Background: an optimization exercise with open tools, aiming at small area, a short achievable clock period and few clock cycles per item. Do not read the settings as production practice.
Function was checked by simulation only, so behaviour that the tests miss may differ from the original.

==> flow/flow/run.sh <==
#!/bin/bash
set -euo pipefail
MARGIN=$(cat flow/margin.txt)
bash standard.sh synth > synth.log 2>&1
bash standard.sh SETUP_SLACK_MARGIN=$MARGIN finish > layout.log 2>&1
==> flow/flow/margin.txt <==
6.0
==> flow/standard.sh <==
#!/bin/bash
# synth_recipe.tcl (not shown) runs the flow's synth.tcl, then flattens the netlist and writes it again
# the make line also repeats each setting of config.mk as NAME=value (left out here)
make -C /OpenROAD-flow-scripts/flow DESIGN_CONFIG=/design/flow/config.mk WORK_HOME=/design/flow/orfs CLKGATE_MAP_FILE= SYNTH_SCRIPT=/design/flow/synth_recipe.tcl "${@:-finish}"
==> flow/config.mk <==
export PLATFORM = sky130hd
export DESIGN_NAME = iteration_palette_gradient_top
export DESIGN_NICKNAME = iteration_palette_gradient_top
export VERILOG_FILES = /design/flow/design.v
export SDC_FILE = /design/flow/constraint.sdc
export NUM_CORES = 4
export LEC_CHECK = 0
export CAP_MARGIN = 20
export CORE_MARGIN = 2
export CORE_UTILIZATION = 40
export SETUP_SLACK_MARGIN = 5
export SLEW_MARGIN = 20
==> flow/constraint.sdc <==
create_clock -name core_clock -period 9.5 [get_ports {clock}]
set_input_delay 1.9000 -clock core_clock [delete_from_list [all_inputs] [get_ports {clock}]]
set_output_delay 1.9000 -clock core_clock [all_outputs]
set_load 0.01 [all_outputs]
==> flow/design.v <==
package ipg_pkg;
   localparam logic [15:0] MAX_ITER_RESET = 16'd256;
endpackage
module iteration_palette_gradient_top (
   input  logic             clock,
   input  logic             reset,
   input  logic             req_valid,
   output logic             req_ready,
   input  logic [15:0]      req_iteration_count,
   output logic             rsp_valid,
   input  logic             rsp_ready,
   output logic [7:0]       rsp_red,
   output logic [7:0]       rsp_green,
   output logic [7:0]       rsp_blue,
   input  logic             csr_wr_en,
   input  logic [15:0]      csr_wr_data
);
   function automatic logic [59:0] pal_booth3x(input logic [4:0] s);
      logic [59:0] c;
      case (s)
         5'd0: c = 60'h800448002281029;
         5'd1: c = 60'h801218104980022;
         5'd2: c = 60'h8120a8004480022;
         5'd3: c = 60'h8120a8012181049;
         5'd4: c = 60'h8120a8012180044;
         5'd5: c = 60'h801218012180121;
         5'd6: c = 60'h800448012180121;
         5'd7: c = 60'h810498012180121;
         5'd8: c = 60'h800228004480121;
         5'd9: c = 60'h800118104980044;
         5'd10: c = 60'hc50998002280044;
         5'd11: c = 60'hd1c4ac40c180121;
         5'd12: c = 60'hd1c4ad0a0280022;
         5'd13: c = 60'hd4aa0d4a9180011;
         5'd14: c = 60'hd0a02d4a9100000;
         5'd15: c = 60'hc40c1d0a02c5099;
         5'd16: c = 60'hc5099d1a29c50aa;
         5'd17: c = 60'h00000c40c1d1a29;
         5'd18: c = 60'h80011c50aad4aa0;
         5'd19: c = 60'hc4091c40a0d1c4a;
         5'd20: c = 60'hc40a1c40a1d1c4a;
         5'd21: c = 60'hc50aac40a1d4aa0;
         5'd22: c = 60'hd1a29c40a0d0a02;
         default: c = 60'h0;
      endcase
      pal_booth3x = c;
   endfunction
   function automatic logic [53:0] pal_booth3(input logic [4:0] s);
      logic [53:0] c;
      case (s)
         5'd0: c = 54'h00044000881029;
         5'd1: c = 54'h00121041240022;
         5'd2: c = 54'h0120a001100022;
         5'd3: c = 54'h0120a004841049;
         5'd4: c = 54'h0120a004840044;
         5'd5: c = 54'h00121004840121;
         5'd6: c = 54'h00044004840121;
         5'd7: c = 54'h01049004840121;
         5'd8: c = 54'h00022001100121;
         5'd9: c = 54'h00011041240044;
         5'd10: c = 54'h05099000880044;
         5'd11: c = 54'h11c4a103040121;
         5'd12: c = 54'h11c4a428080022;
         5'd13: c = 54'h14aa052a440011;
         5'd14: c = 54'h10a0252a440000;
         5'd15: c = 54'h040c1428085099;
         5'd16: c = 54'h05099468a450aa;
         5'd17: c = 54'h00000103051a29;
         5'd18: c = 54'h00011142a94aa0;
         5'd19: c = 54'h04091102811c4a;
         5'd20: c = 54'h040a1102851c4a;
         5'd21: c = 54'h050aa102854aa0;
         5'd22: c = 54'h11a29102810a02;
         default: c = 54'h0;
      endcase
      pal_booth3 = c;
   endfunction
   function automatic logic [35:0] pal_booth(input logic [4:0] s);
      logic [35:0] c;
      case (s)
         5'd0: c = 36'h04806e015;
         5'd1: c = 36'h0b104506e;
         5'd2: c = 36'h08604806e;
         5'd3: c = 36'h0860b1045;
         5'd4: c = 36'h0860b1048;
         5'd5: c = 36'h0b10b10b1;
         5'd6: c = 36'h0480b10b1;
         5'd7: c = 36'h0450b10b1;
         5'd8: c = 36'h06e0480b1;
         5'd9: c = 36'h009045048;
         5'd10: c = 36'h02d06e048;
         5'd11: c = 36'ha461410b1;
         5'd12: c = 36'ha4618e06e;
         5'd13: c = 36'hab0aa9009;
         5'd14: c = 36'h18eaa9000;
         5'd15: c = 36'h14118e02d;
         5'd16: c = 36'h02d195156;
         5'd17: c = 36'h000141195;
         5'd18: c = 36'h009156ab0;
         5'd19: c = 36'h029030a46;
         5'd20: c = 36'h031031a46;
         5'd21: c = 36'h156031ab0;
         5'd22: c = 36'h19503018e;
         default: c = 36'h0;
      endcase
      pal_booth = c;
   endfunction
   function automatic logic [23:0] pal_blend(input logic [5:0] ix);
      logic [23:0] c;
      case (ix)
         6'd0: c = 24'h190a08;
         6'd1: c = 24'h2d140f;
         6'd2: c = 24'h2d140f;
         6'd3: c = 24'h462319;
         6'd4: c = 24'h462319;
         6'd5: c = 24'h643723;
         6'd6: c = 24'h643723;
         6'd7: c = 24'h825032;
         6'd8: c = 24'h825032;
         6'd9: c = 24'ha06946;
         6'd10: c = 24'ha06946;
         6'd11: c = 24'hb9825f;
         6'd12: c = 24'hb9825f;
         6'd13: c = 24'hcd9b78;
         6'd14: c = 24'hcd9b78;
         6'd15: c = 24'hdcb491;
         6'd16: c = 24'hdcb491;
         6'd17: c = 24'he6c8aa;
         6'd18: c = 24'he6c8aa;
         6'd19: c = 24'hebd7be;
         6'd20: c = 24'hebd7be;
         6'd21: c = 24'he6e1d2;
         6'd22: c = 24'he6e1d2;
         6'd23: c = 24'hb4d2eb;
         6'd24: c = 24'hb4d2eb;
         6'd25: c = 24'h82b4f5;
         6'd26: c = 24'h82b4f5;
         6'd27: c = 24'h5a91fa;
         6'd28: c = 24'h5a91fa;
         6'd29: c = 24'h3c6efa;
         6'd30: c = 24'h3c6efa;
         6'd31: c = 24'h2d50f5;
         6'd32: c = 24'h2d50f5;
         6'd33: c = 24'h2837eb;
         6'd34: c = 24'h2837eb;
         6'd35: c = 24'h2828d2;
         6'd36: c = 24'h2828d2;
         6'd37: c = 24'h2d1eaa;
         6'd38: c = 24'h2d1eaa;
         6'd39: c = 24'h2a1678;
         6'd40: c = 24'h2a1678;
         6'd41: c = 24'h230f46;
         6'd42: c = 24'h230f46;
         6'd43: c = 24'h19081e;
         6'd44: c = 24'h19081e;
         6'd45: c = 24'h000000;
         default: c = 24'h0;
      endcase
      pal_blend = c;
   endfunction
   logic [15:0] lim;
   logic [16:0] dv;
   logic        en;
   logic        rdy;
   logic [13:0] vld;
   logic [15:0] c_in;
   logic        out_v, skid_v, skid_v_n;
   logic [23:0] out_c, skid_c;
   logic [21:0] tt_1;
   logic [0:0] int_2;
   logic [16:0] h_3;
   logic [3:0] lo_4;
   logic [0:0] q_5;
   logic [0:0] int_p1;
   logic [16:0] h_p1;
   logic [3:0] lo_p1;
   logic [0:0] q_p1;
   logic [17:0] t_6;
   logic [16:0] h_7;
   logic [2:0] lo_8;
   logic [1:0] q_9;
   logic [0:0] int_p2;
   logic [16:0] h_p2;
   logic [2:0] lo_p2;
   logic [1:0] q_p2;
   logic [17:0] t_10;
   logic [16:0] h_11;
   logic [1:0] lo_12;
   logic [2:0] q_13;
   logic [0:0] int_p3;
   logic [16:0] h_p3;
   logic [1:0] lo_p3;
   logic [2:0] q_p3;
   logic [17:0] t_14;
   logic [16:0] h_15;
   logic [0:0] lo_16;
   logic [3:0] q_17;
   logic [0:0] int_p4;
   logic [16:0] h_p4;
   logic [0:0] lo_p4;
   logic [3:0] q_p4;
   logic [17:0] t_18;
   logic [16:0] h_19;
   logic [4:0] q_20;
   logic [0:0] int_p5;
   logic [16:0] h_p5;
   logic [4:0] q_p5;
   logic [4:0] s_21;
   logic [59:0] bdr_22;
   logic [0:0] hz_23;
   logic [53:0] bd_24;
   logic [2:0] sb_25;
   logic [5:0] ix_26;
   logic [16:0] h_p6;
   logic [53:0] bd_p6;
   logic [2:0] sb_p6;
   logic [5:0] ix_p6;
   logic [19:0] hx_27;
   logic [19:0] v00_28;
   logic [19:0] v01_29;
   logic [19:0] v02_30;
   logic [22:0] e00_31;
   logic [22:0] e01_32;
   logic [22:0] e02_33;
   logic [22:0] e03_34;
   logic [22:0] sa0_35;
   logic [22:0] ca0_36;
   logic [22:0] ps0_37;
   logic [22:0] pc0_38;
   logic [19:0] v10_39;
   logic [19:0] v11_40;
   logic [19:0] v12_41;
   logic [22:0] e10_42;
   logic [22:0] e11_43;
   logic [22:0] e12_44;
   logic [22:0] e13_45;
   logic [22:0] sa1_46;
   logic [22:0] ca1_47;
   logic [22:0] ps1_48;
   logic [22:0] pc1_49;
   logic [19:0] v20_50;
   logic [19:0] v21_51;
   logic [19:0] v22_52;
   logic [22:0] e20_53;
   logic [22:0] e21_54;
   logic [22:0] e22_55;
   logic [22:0] e23_56;
   logic [22:0] sa2_57;
   logic [22:0] ca2_58;
   logic [22:0] ps2_59;
   logic [22:0] pc2_60;
   logic [2:0] sb_p7;
   logic [5:0] ix_p7;
   logic [22:0] ps0_p7;
   logic [22:0] pc0_p7;
   logic [22:0] ps1_p7;
   logic [22:0] pc1_p7;
   logic [22:0] ps2_p7;
   logic [22:0] pc2_p7;
   logic [22:0] dm0_61;
   logic [22:0] tt0_62;
   logic [16:0] ch0_63;
   logic [4:0] cl0_64;
   logic [1:0] cq0_65;
   logic [22:0] dm1_66;
   logic [22:0] tt1_67;
   logic [16:0] ch1_68;
   logic [4:0] cl1_69;
   logic [1:0] cq1_70;
   logic [22:0] dm2_71;
   logic [22:0] tt2_72;
   logic [16:0] ch2_73;
   logic [4:0] cl2_74;
   logic [1:0] cq2_75;
   logic [5:0] ix_p8;
   logic [16:0] ch0_p8;
   logic [4:0] cl0_p8;
   logic [1:0] cq0_p8;
   logic [16:0] ch1_p8;
   logic [4:0] cl1_p8;
   logic [1:0] cq1_p8;
   logic [16:0] ch2_p8;
   logic [4:0] cl2_p8;
   logic [1:0] cq2_p8;
   logic [17:0] t_76;
   logic [16:0] ch0_77;
   logic [3:0] cl0_78;
   logic [2:0] cq0_79;
   logic [17:0] t_80;
   logic [16:0] ch1_81;
   logic [3:0] cl1_82;
   logic [2:0] cq1_83;
   logic [17:0] t_84;
   logic [16:0] ch2_85;
   logic [3:0] cl2_86;
   logic [2:0] cq2_87;
   logic [5:0] ix_p9;
   logic [16:0] ch0_p9;
   logic [3:0] cl0_p9;
   logic [2:0] cq0_p9;
   logic [16:0] ch1_p9;
   logic [3:0] cl1_p9;
   logic [2:0] cq1_p9;
   logic [16:0] ch2_p9;
   logic [3:0] cl2_p9;
   logic [2:0] cq2_p9;
   logic [17:0] t_88;
   logic [16:0] ch0_89;
   logic [2:0] cl0_90;
   logic [3:0] cq0_91;
   logic [17:0] t_92;
   logic [16:0] ch1_93;
   logic [2:0] cl1_94;
   logic [3:0] cq1_95;
   logic [17:0] t_96;
   logic [16:0] ch2_97;
   logic [2:0] cl2_98;
   logic [3:0] cq2_99;
   logic [5:0] ix_p10;
   logic [16:0] ch0_p10;
   logic [2:0] cl0_p10;
   logic [3:0] cq0_p10;
   logic [16:0] ch1_p10;
   logic [2:0] cl1_p10;
   logic [3:0] cq1_p10;
   logic [16:0] ch2_p10;
   logic [2:0] cl2_p10;
   logic [3:0] cq2_p10;
   logic [17:0] t_100;
   logic [16:0] ch0_101;
   logic [1:0] cl0_102;
   logic [4:0] cq0_103;
   logic [17:0] t_104;
   logic [16:0] ch1_105;
   logic [1:0] cl1_106;
   logic [4:0] cq1_107;
   logic [17:0] t_108;
   logic [16:0] ch2_109;
   logic [1:0] cl2_110;
   logic [4:0] cq2_111;
   logic [5:0] ix_p11;
   logic [16:0] ch0_p11;
   logic [1:0] cl0_p11;
   logic [4:0] cq0_p11;
   logic [16:0] ch1_p11;
   logic [1:0] cl1_p11;
   logic [4:0] cq1_p11;
   logic [16:0] ch2_p11;
   logic [1:0] cl2_p11;
   logic [4:0] cq2_p11;
   logic [17:0] t_112;
   logic [16:0] ch0_113;
   logic [0:0] cl0_114;
   logic [5:0] cq0_115;
   logic [17:0] t_116;
   logic [16:0] ch1_117;
   logic [0:0] cl1_118;
   logic [5:0] cq1_119;
   logic [17:0] t_120;
   logic [16:0] ch2_121;
   logic [0:0] cl2_122;
   logic [5:0] cq2_123;
   logic [5:0] ix_p12;
   logic [16:0] ch0_p12;
   logic [0:0] cl0_p12;
   logic [5:0] cq0_p12;
   logic [16:0] ch1_p12;
   logic [0:0] cl1_p12;
   logic [5:0] cq1_p12;
   logic [16:0] ch2_p12;
   logic [0:0] cl2_p12;
   logic [5:0] cq2_p12;
   logic [17:0] t_124;
   logic [6:0] cq0_125;
   logic [17:0] t_126;
   logic [6:0] cq1_127;
   logic [17:0] t_128;
   logic [6:0] cq2_129;
   logic [5:0] ix_p13;
   logic [6:0] cq0_p13;
   logic [6:0] cq1_p13;
   logic [6:0] cq2_p13;
   logic [23:0] kb_130;
   logic [23:0] col_131;
   always_ff @(posedge clock) begin
      if (reset) begin
         lim <= 16'd256;
         dv  <= 17'd256;
      end else if (csr_wr_en) begin
         lim <= csr_wr_data;
         dv  <= {1'b0, csr_wr_data[15:1], csr_wr_data[0] | (csr_wr_data == 16'd0)};
      end
   end
   assign en = !skid_v;
   always_ff @(posedge clock) begin
      if (reset) begin
         vld <= '0;
      end else if (en) begin
         vld <= {vld[12:0], req_valid};
      end
   end
   always_ff @(posedge clock) begin
      if (en) begin
         c_in <= req_iteration_count;
      end
   end
   assign tt_1 = ({6'd0, c_in} << 4) + ({6'd0, c_in} << 3) - {6'd0, c_in} - ({5'd0, dv} << 4);
   assign int_2 = (c_in >= lim);
   assign h_3 = tt_1[20:4];
   assign lo_4 = tt_1[3:0];
   assign q_5 = !tt_1[21];
   assign t_6 = {h_p1, lo_p1[3]} + ({1'b0, dv} ^ {18{!h_p1[16]}}) + {17'd0, !h_p1[16]};
   assign h_7 = t_6[16:0];
   assign lo_8 = lo_p1[2:0];
   assign q_9 = {q_p1, !t_6[16]};
   assign t_10 = {h_p2, lo_p2[2]} + ({1'b0, dv} ^ {18{!h_p2[16]}}) + {17'd0, !h_p2[16]};
   assign h_11 = t_10[16:0];
   assign lo_12 = lo_p2[1:0];
   assign q_13 = {q_p2, !t_10[16]};
   assign t_14 = {h_p3, lo_p3[1]} + ({1'b0, dv} ^ {18{!h_p3[16]}}) + {17'd0, !h_p3[16]};
   assign h_15 = t_14[16:0];
   assign lo_16 = lo_p3[0:0];
   assign q_17 = {q_p3, !t_14[16]};
   assign t_18 = {h_p4, lo_p4[0]} + ({1'b0, dv} ^ {18{!h_p4[16]}}) + {17'd0, !h_p4[16]};
   assign h_19 = t_18[16:0];
   assign q_20 = {q_p4, !t_18[16]};
   assign s_21 = int_p5 ? 5'd23 : q_p5;
   assign bdr_22 = pal_booth3x(s_21);
   assign hz_23 = (h_p5 == 17'd0);
   assign sb_25[0] = !bdr_22[19] | hz_23 | (bdr_22[18] == h_p5[16]);
   assign bd_24[0 +: 12] = bdr_22[0 +: 12];
   assign bd_24[12 +: 6] = bdr_22[12 +: 6] + {5'd0, sb_25[0]};
   assign sb_25[1] = !bdr_22[39] | hz_23 | (bdr_22[38] == h_p5[16]);
   assign bd_24[18 +: 12] = bdr_22[20 +: 12];
   assign bd_24[30 +: 6] = bdr_22[32 +: 6] + {5'd0, sb_25[1]};
   assign sb_25[2] = !bdr_22[59] | hz_23 | (bdr_22[58] == h_p5[16]);
   assign bd_24[36 +: 12] = bdr_22[40 +: 12];
   assign bd_24[48 +: 6] = bdr_22[52 +: 6] + {5'd0, sb_25[2]};
   assign ix_26 = {s_21, h_p5[16]};
   assign hx_27 = {{3{h_p6[16]}}, h_p6};
   assign v00_28 = (({20{bd_p6[0]}} & hx_27) | ({20{bd_p6[1]}} & {hx_27[18:0], 1'b0}) | ({20{bd_p6[2]}} & {hx_27[17:0], 2'b0})) ^ {20{bd_p6[3]}};
   assign v01_29 = (({20{bd_p6[4]}} & hx_27) | ({20{bd_p6[5]}} & {hx_27[18:0], 1'b0}) | ({20{bd_p6[6]}} & {hx_27[17:0], 2'b0})) ^ {20{bd_p6[7]}};
   assign v02_30 = (({20{bd_p6[8]}} & hx_27) | ({20{bd_p6[9]}} & {hx_27[18:0], 1'b0}) | ({20{bd_p6[10]}} & {hx_27[17:0], 2'b0})) ^ {20{bd_p6[11]}};
   assign e00_31 = {{3{v00_28[19]}}, v00_28};
   assign e01_32 = {{1{v01_29[19]}}, v01_29, 2'b00};
   assign e02_33 = {v02_30[18:0], 4'b0000};
   assign e03_34 = {17'd0, bd_p6[17:12]};
   assign sa0_35 = e00_31 ^ e01_32 ^ e02_33;
   assign ca0_36 = {(e00_31[21:0] & e01_32[21:0]) | (e00_31[21:0] & e02_33[21:0]) | (e01_32[21:0] & e02_33[21:0]), 1'b0};
   assign ps0_37 = sa0_35 ^ ca0_36 ^ e03_34;
   assign pc0_38 = {(sa0_35[21:0] & ca0_36[21:0]) | (sa0_35[21:0] & e03_34[21:0]) | (ca0_36[21:0] & e03_34[21:0]), 1'b0};
   assign v10_39 = (({20{bd_p6[18]}} & hx_27) | ({20{bd_p6[19]}} & {hx_27[18:0], 1'b0}) | ({20{bd_p6[20]}} & {hx_27[17:0], 2'b0})) ^ {20{bd_p6[21]}};
   assign v11_40 = (({20{bd_p6[22]}} & hx_27) | ({20{bd_p6[23]}} & {hx_27[18:0], 1'b0}) | ({20{bd_p6[24]}} & {hx_27[17:0], 2'b0})) ^ {20{bd_p6[25]}};
   assign v12_41 = (({20{bd_p6[26]}} & hx_27) | ({20{bd_p6[27]}} & {hx_27[18:0], 1'b0}) | ({20{bd_p6[28]}} & {hx_27[17:0], 2'b0})) ^ {20{bd_p6[29]}};
   assign e10_42 = {{3{v10_39[19]}}, v10_39};
   assign e11_43 = {{1{v11_40[19]}}, v11_40, 2'b00};
   assign e12_44 = {v12_41[18:0], 4'b0000};
   assign e13_45 = {17'd0, bd_p6[35:30]};
   assign sa1_46 = e10_42 ^ e11_43 ^ e12_44;
   assign ca1_47 = {(e10_42[21:0] & e11_43[21:0]) | (e10_42[21:0] & e12_44[21:0]) | (e11_43[21:0] & e12_44[21:0]), 1'b0};
   assign ps1_48 = sa1_46 ^ ca1_47 ^ e13_45;
   assign pc1_49 = {(sa1_46[21:0] & ca1_47[21:0]) | (sa1_46[21:0] & e13_45[21:0]) | (ca1_47[21:0] & e13_45[21:0]), 1'b0};
   assign v20_50 = (({20{bd_p6[36]}} & hx_27) | ({20{bd_p6[37]}} & {hx_27[18:0], 1'b0}) | ({20{bd_p6[38]}} & {hx_27[17:0], 2'b0})) ^ {20{bd_p6[39]}};
   assign v21_51 = (({20{bd_p6[40]}} & hx_27) | ({20{bd_p6[41]}} & {hx_27[18:0], 1'b0}) | ({20{bd_p6[42]}} & {hx_27[17:0], 2'b0})) ^ {20{bd_p6[43]}};
   assign v22_52 = (({20{bd_p6[44]}} & hx_27) | ({20{bd_p6[45]}} & {hx_27[18:0], 1'b0}) | ({20{bd_p6[46]}} & {hx_27[17:0], 2'b0})) ^ {20{bd_p6[47]}};
   assign e20_53 = {{3{v20_50[19]}}, v20_50};
   assign e21_54 = {{1{v21_51[19]}}, v21_51, 2'b00};
   assign e22_55 = {v22_52[18:0], 4'b0000};
   assign e23_56 = {17'd0, bd_p6[53:48]};
   assign sa2_57 = e20_53 ^ e21_54 ^ e22_55;
   assign ca2_58 = {(e20_53[21:0] & e21_54[21:0]) | (e20_53[21:0] & e22_55[21:0]) | (e21_54[21:0] & e22_55[21:0]), 1'b0};
   assign ps2_59 = sa2_57 ^ ca2_58 ^ e23_56;
   assign pc2_60 = {(sa2_57[21:0] & ca2_58[21:0]) | (sa2_57[21:0] & e23_56[21:0]) | (ca2_58[21:0] & e23_56[21:0]), 1'b0};
   assign dm0_61 = {1'b0, dv, 5'd0} ^ {23{sb_p7[0]}};
   assign tt0_62 = ps0_p7 + pc0_p7 + dm0_61;
   assign ch0_63 = tt0_62[21:5];
   assign cl0_64 = tt0_62[4:0];
   assign cq0_65 = {sb_p7[0], !tt0_62[22]};
   assign dm1_66 = {1'b0, dv, 5'd0} ^ {23{sb_p7[1]}};
   assign tt1_67 = ps1_p7 + pc1_p7 + dm1_66;
   assign ch1_68 = tt1_67[21:5];
   assign cl1_69 = tt1_67[4:0];
   assign cq1_70 = {sb_p7[1], !tt1_67[22]};
   assign dm2_71 = {1'b0, dv, 5'd0} ^ {23{sb_p7[2]}};
   assign tt2_72 = ps2_p7 + pc2_p7 + dm2_71;
   assign ch2_73 = tt2_72[21:5];
   assign cl2_74 = tt2_72[4:0];
   assign cq2_75 = {sb_p7[2], !tt2_72[22]};
   assign t_76 = {ch0_p8, cl0_p8[4]} + ({1'b0, dv} ^ {18{!ch0_p8[16]}}) + {17'd0, !ch0_p8[16]};
   assign ch0_77 = t_76[16:0];
   assign cl0_78 = cl0_p8[3:0];
   assign cq0_79 = {cq0_p8, !t_76[16]};
   assign t_80 = {ch1_p8, cl1_p8[4]} + ({1'b0, dv} ^ {18{!ch1_p8[16]}}) + {17'd0, !ch1_p8[16]};
   assign ch1_81 = t_80[16:0];
   assign cl1_82 = cl1_p8[3:0];
   assign cq1_83 = {cq1_p8, !t_80[16]};
   assign t_84 = {ch2_p8, cl2_p8[4]} + ({1'b0, dv} ^ {18{!ch2_p8[16]}}) + {17'd0, !ch2_p8[16]};
   assign ch2_85 = t_84[16:0];
   assign cl2_86 = cl2_p8[3:0];
   assign cq2_87 = {cq2_p8, !t_84[16]};
   assign t_88 = {ch0_p9, cl0_p9[3]} + ({1'b0, dv} ^ {18{!ch0_p9[16]}}) + {17'd0, !ch0_p9[16]};
   assign ch0_89 = t_88[16:0];
   assign cl0_90 = cl0_p9[2:0];
   assign cq0_91 = {cq0_p9, !t_88[16]};
   assign t_92 = {ch1_p9, cl1_p9[3]} + ({1'b0, dv} ^ {18{!ch1_p9[16]}}) + {17'd0, !ch1_p9[16]};
   assign ch1_93 = t_92[16:0];
   assign cl1_94 = cl1_p9[2:0];
   assign cq1_95 = {cq1_p9, !t_92[16]};
   assign t_96 = {ch2_p9, cl2_p9[3]} + ({1'b0, dv} ^ {18{!ch2_p9[16]}}) + {17'd0, !ch2_p9[16]};
   assign ch2_97 = t_96[16:0];
   assign cl2_98 = cl2_p9[2:0];
   assign cq2_99 = {cq2_p9, !t_96[16]};
   assign t_100 = {ch0_p10, cl0_p10[2]} + ({1'b0, dv} ^ {18{!ch0_p10[16]}}) + {17'd0, !ch0_p10[16]};
   assign ch0_101 = t_100[16:0];
   assign cl0_102 = cl0_p10[1:0];
   assign cq0_103 = {cq0_p10, !t_100[16]};
   assign t_104 = {ch1_p10, cl1_p10[2]} + ({1'b0, dv} ^ {18{!ch1_p10[16]}}) + {17'd0, !ch1_p10[16]};
   assign ch1_105 = t_104[16:0];
   assign cl1_106 = cl1_p10[1:0];
   assign cq1_107 = {cq1_p10, !t_104[16]};
   assign t_108 = {ch2_p10, cl2_p10[2]} + ({1'b0, dv} ^ {18{!ch2_p10[16]}}) + {17'd0, !ch2_p10[16]};
   assign ch2_109 = t_108[16:0];
   assign cl2_110 = cl2_p10[1:0];
   assign cq2_111 = {cq2_p10, !t_108[16]};
   assign t_112 = {ch0_p11, cl0_p11[1]} + ({1'b0, dv} ^ {18{!ch0_p11[16]}}) + {17'd0, !ch0_p11[16]};
   assign ch0_113 = t_112[16:0];
   assign cl0_114 = cl0_p11[0:0];
   assign cq0_115 = {cq0_p11, !t_112[16]};
   assign t_116 = {ch1_p11, cl1_p11[1]} + ({1'b0, dv} ^ {18{!ch1_p11[16]}}) + {17'd0, !ch1_p11[16]};
   assign ch1_117 = t_116[16:0];
   assign cl1_118 = cl1_p11[0:0];
   assign cq1_119 = {cq1_p11, !t_116[16]};
   assign t_120 = {ch2_p11, cl2_p11[1]} + ({1'b0, dv} ^ {18{!ch2_p11[16]}}) + {17'd0, !ch2_p11[16]};
   assign ch2_121 = t_120[16:0];
   assign cl2_122 = cl2_p11[0:0];
   assign cq2_123 = {cq2_p11, !t_120[16]};
   assign t_124 = {ch0_p12, cl0_p12[0]} + ({1'b0, dv} ^ {18{!ch0_p12[16]}}) + {17'd0, !ch0_p12[16]};
   assign cq0_125 = {cq0_p12, !t_124[16]};
   assign t_126 = {ch1_p12, cl1_p12[0]} + ({1'b0, dv} ^ {18{!ch1_p12[16]}}) + {17'd0, !ch1_p12[16]};
   assign cq1_127 = {cq1_p12, !t_126[16]};
   assign t_128 = {ch2_p12, cl2_p12[0]} + ({1'b0, dv} ^ {18{!ch2_p12[16]}}) + {17'd0, !ch2_p12[16]};
   assign cq2_129 = {cq2_p12, !t_128[16]};
   assign kb_130 = pal_blend(ix_p13);
   assign col_131[0+:8] = kb_130[0+:8] + {{2{!cq0_p13[6]}}, cq0_p13[5:0]};
   assign col_131[8+:8] = kb_130[8+:8] + {{2{!cq1_p13[6]}}, cq1_p13[5:0]};
   assign col_131[16+:8] = kb_130[16+:8] + {{2{!cq2_p13[6]}}, cq2_p13[5:0]};
   always_ff @(posedge clock) begin
      if (en) begin
         int_p1 <= int_2;
         h_p1 <= h_3;
         lo_p1 <= lo_4;
         q_p1 <= q_5;
      end
   end
   always_ff @(posedge clock) begin
      if (en) begin
         int_p2 <= int_p1;
         h_p2 <= h_7;
         lo_p2 <= lo_8;
         q_p2 <= q_9;
      end
   end
   always_ff @(posedge clock) begin
      if (en) begin
         int_p3 <= int_p2;
         h_p3 <= h_11;
         lo_p3 <= lo_12;
         q_p3 <= q_13;
      end
   end
   always_ff @(posedge clock) begin
      if (en) begin
         int_p4 <= int_p3;
         h_p4 <= h_15;
         lo_p4 <= lo_16;
         q_p4 <= q_17;
      end
   end
   always_ff @(posedge clock) begin
      if (en) begin
         int_p5 <= int_p4;
         h_p5 <= h_19;
         q_p5 <= q_20;
      end
   end
   always_ff @(posedge clock) begin
      if (en) begin
         h_p6 <= h_p5;
         bd_p6 <= bd_24;
         sb_p6 <= sb_25;
         ix_p6 <= ix_26;
      end
   end
   always_ff @(posedge clock) begin
      if (en) begin
         sb_p7 <= sb_p6;
         ix_p7 <= ix_p6;
         ps0_p7 <= ps0_37;
         pc0_p7 <= pc0_38;
         ps1_p7 <= ps1_48;
         pc1_p7 <= pc1_49;
         ps2_p7 <= ps2_59;
         pc2_p7 <= pc2_60;
      end
   end
   always_ff @(posedge clock) begin
      if (en) begin
         ix_p8 <= ix_p7;
         ch0_p8 <= ch0_63;
         cl0_p8 <= cl0_64;
         cq0_p8 <= cq0_65;
         ch1_p8 <= ch1_68;
         cl1_p8 <= cl1_69;
         cq1_p8 <= cq1_70;
         ch2_p8 <= ch2_73;
         cl2_p8 <= cl2_74;
         cq2_p8 <= cq2_75;
      end
   end
   always_ff @(posedge clock) begin
      if (en) begin
         ix_p9 <= ix_p8;
         ch0_p9 <= ch0_77;
         cl0_p9 <= cl0_78;
         cq0_p9 <= cq0_79;
         ch1_p9 <= ch1_81;
         cl1_p9 <= cl1_82;
         cq1_p9 <= cq1_83;
         ch2_p9 <= ch2_85;
         cl2_p9 <= cl2_86;
         cq2_p9 <= cq2_87;
      end
   end
   always_ff @(posedge clock) begin
      if (en) begin
         ix_p10 <= ix_p9;
         ch0_p10 <= ch0_89;
         cl0_p10 <= cl0_90;
         cq0_p10 <= cq0_91;
         ch1_p10 <= ch1_93;
         cl1_p10 <= cl1_94;
         cq1_p10 <= cq1_95;
         ch2_p10 <= ch2_97;
         cl2_p10 <= cl2_98;
         cq2_p10 <= cq2_99;
      end
   end
   always_ff @(posedge clock) begin
      if (en) begin
         ix_p11 <= ix_p10;
         ch0_p11 <= ch0_101;
         cl0_p11 <= cl0_102;
         cq0_p11 <= cq0_103;
         ch1_p11 <= ch1_105;
         cl1_p11 <= cl1_106;
         cq1_p11 <= cq1_107;
         ch2_p11 <= ch2_109;
         cl2_p11 <= cl2_110;
         cq2_p11 <= cq2_111;
      end
   end
   always_ff @(posedge clock) begin
      if (en) begin
         ix_p12 <= ix_p11;
         ch0_p12 <= ch0_113;
         cl0_p12 <= cl0_114;
         cq0_p12 <= cq0_115;
         ch1_p12 <= ch1_117;
         cl1_p12 <= cl1_118;
         cq1_p12 <= cq1_119;
         ch2_p12 <= ch2_121;
         cl2_p12 <= cl2_122;
         cq2_p12 <= cq2_123;
      end
   end
   always_ff @(posedge clock) begin
      if (en) begin
         ix_p13 <= ix_p12;
         cq0_p13 <= cq0_125;
         cq1_p13 <= cq1_127;
         cq2_p13 <= cq2_129;
      end
   end
   always_comb begin
      if (skid_v) begin
         skid_v_n = !rsp_ready;
      end else if (out_v && !rsp_ready) begin
         skid_v_n = vld[13];
      end else begin
         skid_v_n = 1'b0;
      end
   end
   always_ff @(posedge clock) begin
      if (reset) begin
         out_v  <= 1'b0;
         skid_v <= 1'b0;
         rdy    <= 1'b1;
      end else begin
         skid_v <= skid_v_n;
         rdy    <= !skid_v_n;
         if (skid_v) begin
            if (rsp_ready) begin
               out_v <= 1'b1;
            end
         end else if (!(out_v && !rsp_ready)) begin
            out_v <= vld[13];
         end
      end
   end
   always_ff @(posedge clock) begin
      if (skid_v) begin
         if (rsp_ready) begin
            out_c <= skid_c;
         end
      end else if (out_v && !rsp_ready) begin
         skid_c <= col_131;
      end else begin
         out_c <= col_131;
      end
   end
   assign req_ready = rdy;
   assign rsp_valid = out_v;
   assign rsp_red   = out_c[7:0];
   assign rsp_green = out_c[15:8];
   assign rsp_blue  = out_c[23:16];
endmodule
==> results.txt <==
-- cell families (layout without fill, tap and decap cells) --
logic type / after synthesis / after routing / share of synthesized area
AO/OA/AOI/OAI: 1064 / 1064 / 0.127
XOR/XNOR: 826 / 826 / 0.126
adder cells (fa/ha/maj): 669 / 669 / 0.168
buffers and inverters: 609 / 822 / 0.0404
flip-flops: 863 / 863 / 0.441
multiplexers: 50 / 50 / 0.00919
AND/OR/NAND/NOR: 1072 / 1072 / 0.0892
-- final cells by class --
class                      count  area, um^2
clock inverter                58         679
inverter                     343        1290
multi-input combinational   3681       30200
clock buffer                 121        2600
tap                         1903        2380
fill                       13000       77500
timing repair buffer         300        3090
sequential                   863       25400
-- final timing paths --
| kind | cells after the start | slack (ns) | end |
|---|---|---|---|
| min reg2reg | 0 | 0.41 | ix_p12[2] |
| max | 12 | 5.95 | q_p1 |
| min | 0 | 0.41 | ix_p12[2] |
| max reg2reg | 12 | 5.95 | q_p1 |
-- cells in the final DEF, fill, tap and decap left out, types with 17 or more instances in the layout --
| master | count |
|---|---|
| a211oi_1 | 48 |
| a21o_1 | 92 |
| a21oi_1 | 276 |
| a222oi_1 | 121 |
| a31o_2 | 26 |
| a31oi_1 | 42 |
| and3_1 | 86 |
| buf_12 | 27 |
| buf_4 | 188 |
| clkbuf_1 | 17 |
| clkbuf_16 | 104 |
| clkdlybuf4s50_1 | 35 |
| dfxtp_1 | 41 |
| dlygate4sd2_1 | 26 |
| edfxtp_1 | 805 |
| fa_1 | 166 |
| ha_1 | 486 |
| inv_1 | 329 |
| mux2i_1 | 37 |
| nand2_1 | 258 |
| nand2b_1 | 54 |
| nand3_1 | 74 |
| nand4_1 | 24 |
| nor2_1 | 309 |
| nor2b_1 | 59 |
| nor3_1 | 81 |
| nor4_1 | 21 |
| o211ai_1 | 35 |
| o21a_1 | 34 |
| o21ai_0 | 147 |
| o21bai_1 | 47 |
| o22ai_1 | 27 |
| or3_1 | 50 |
| xnor2_1 | 587 |
| xor2_1 | 237 |
-- per-layer routing --
metal,wire length [um],part of all wire,up-vias,GRT usage
li1,-,-,18900,-
met5,0,0,-,0
met4,4210,0.032,0,0.0610
met3,5550,0.042,201,0.0264
met2,62200,0.47,892,0.282
met1,59300,0.45,18500,0.225
-- state kept, by name (all words and copies together), names as in the netlist, 23 cells and up --
signal	flops
kb_130	24
ps1_p7	23
bd_p6	40
skid_c	24
out_c	24
ps2_p7	23
ps0_p7	23
-- per-stage QoR --
stage	util
detailed placement	0.419
CTS	0.446
finish	0.458
floorplan	-
global route	0.458
global placement	0.419
-- timing repair --
item | 4_1_cts | 5_1_grt
endpoints found under the setup margin | 87 | 114
buffers inserted | 25 | 144
pin swaps | 9 | 19
resized for setup | 105 | 65
gates cloned | 2 | 6
hold buffers | 0 | 0
-- worst max-delay path: cells and delay by family (launching register included) --
kind | cells | cell delay (ns)
compound gates | 6 | 1.49
fa+ha+maj | 3 | 1.23
flops | 1 | 0.39
buf+inv | 2 | 0.11
simple gates | 1 | 0.07
==> results.toml <==
[logic_synthesis]
synthDistinctLibCells = 83
synth_seq_cells = 863
synth_fp_nets = 5859
async_flop_share = 0
synth.area.top_cells = "edfxtp_1 (42%), ha_1 (11%), xnor2_1 (8.9%), fa_1 (5.9%), xor2_1 (3.6%)"
synth_top_area_cell = "edfxtp_1"
avgSynthCellArea_um2 = 11.2
synth_area_mm2 = 0.0575
synth_edf_count = 805
synth_most_common_cell = "edfxtp_1"
yosysSeqAreaShare = 0.441
yosys_warnings = 1
yosysTopAreaCellShare = 0.421
synthTopCellsByCount = "edfxtp_1 (805), xnor2_1 (587), ha_1 (500)"
syn_inst = 5153
synth_flop_cell = "edfxtp_1"

[layout]
fin_area_mm2 = 0.0656
fin_cells = 7269
area_delta_synth_final_pct = 14.2
n_antenna_cell = 0
drive_gt1_frac = 0.0991
nets = 5992

[floorplanning]
die_width_um = 383
rows = 139
die_y_um = 383
start_util = 0.401
die-area_mm2 = 0.147
core_area_mm2 = 0.143
io_pins = 63

[route]
drt_wl_total_mm = 131
ant_nets = 0
first_iter_violations = 3101
vias_per_cell = 5.29
drt-wirelength-per-cell_um = 18.0
drc = 0
num_vias = 38500
drtPass1Iterations = 11

[global_routing]
grt_usage = 0.170
grt_max_degree = 173
grt_overflow = 0
first_global_vias = 36700
grt_pass1_wl_mm = 200
antenna_found_initial = 5

[critical_path]
r2r-start = "c_in[4]"
cpMaxStageDelayCell = "fa_1"
crit_fanout = 6
critical_path_required_ns = 9.98
critPathKind = "reg -> reg"
arrival_ns = 4.03
worstSetupStartpoint = "c_in[4]"
startpoint_type = "flip-flop"
max_stage_delay_ns = 0.51
crit_path_cell_trace = "inv_2 > fa_1 > fa_1 > inv_2 > ha_4 > a2111o_1 > o31ai_4 > a31oi_4 > a31o_2 > o211ai_1 > nand2_1 > a21o_1"
endpoint_kind = "flip-flop"

[clock_network]
tritoncts = "built"
numCtsBuffers = 97
clock-sinks = 863
cts_buffer_depth = 3
path_clk_slew_ns = 0.06
cts_max_level = 3
clk_latency_ns = 0.73
cts-root-buf = "clkbuf_16"

[timing]
maxSlewHeadroom = 0.170
tns_ns = 0
hold_ws_ns = 0.414
fmax_ghz = 0.282
fin_crit_sh = 0.374
clock-skew-final_ns = 0.0698
drv_slew = 0
fin_crit_ns = 3.55
hold_violations = 0
rsz0062_at_grt = "yes"
worst_pin_slew_ns = 1.25
finalSetupViolCount = 0
setup_ws_ns = 5.95

[placement]
place_congestion = 0.837
port_buffers = 62
placed_area_mm2 = 0.0600
dp_hpwl_mm = 86.5
post-place-ws_ns = 5.49
dp_cells = 6910

[min_path]
hold_class = "reg -> reg"
hold_start = "ix_p11[2]"

[outcome]
status = "complete, no violations"

[flow_run]
max_cap_viol_count = 0
Testbench counts, summed over its fixed seeds: cycles 4,920, items 4,800.

==> port drivers added, routing unchanged <==
The flow's constraints put no driver on any port. The routed layout listed below was extracted and timed again, unchanged, in two steps. Step 1, drivers: a clkbuf_16 drives clock and a buf_2 each remaining input, both assumed. Step 2 also shifts input and output timing later by t, the mid clock arrival at the registers, as if the neighbouring blocks saw the same clock. a / b / c = no drivers / after step 1 / after step 2; a / b = the first two.
t (ns): 0.776
setup slack, ns: 5.951 / 5.951 / 5.666
pins driven straight from the clock port: 1
After both steps this run still meets setup and hold. For this run, drivers alone change the setup slack by 0.000 ns; drivers and shift together by -0.285 ns.
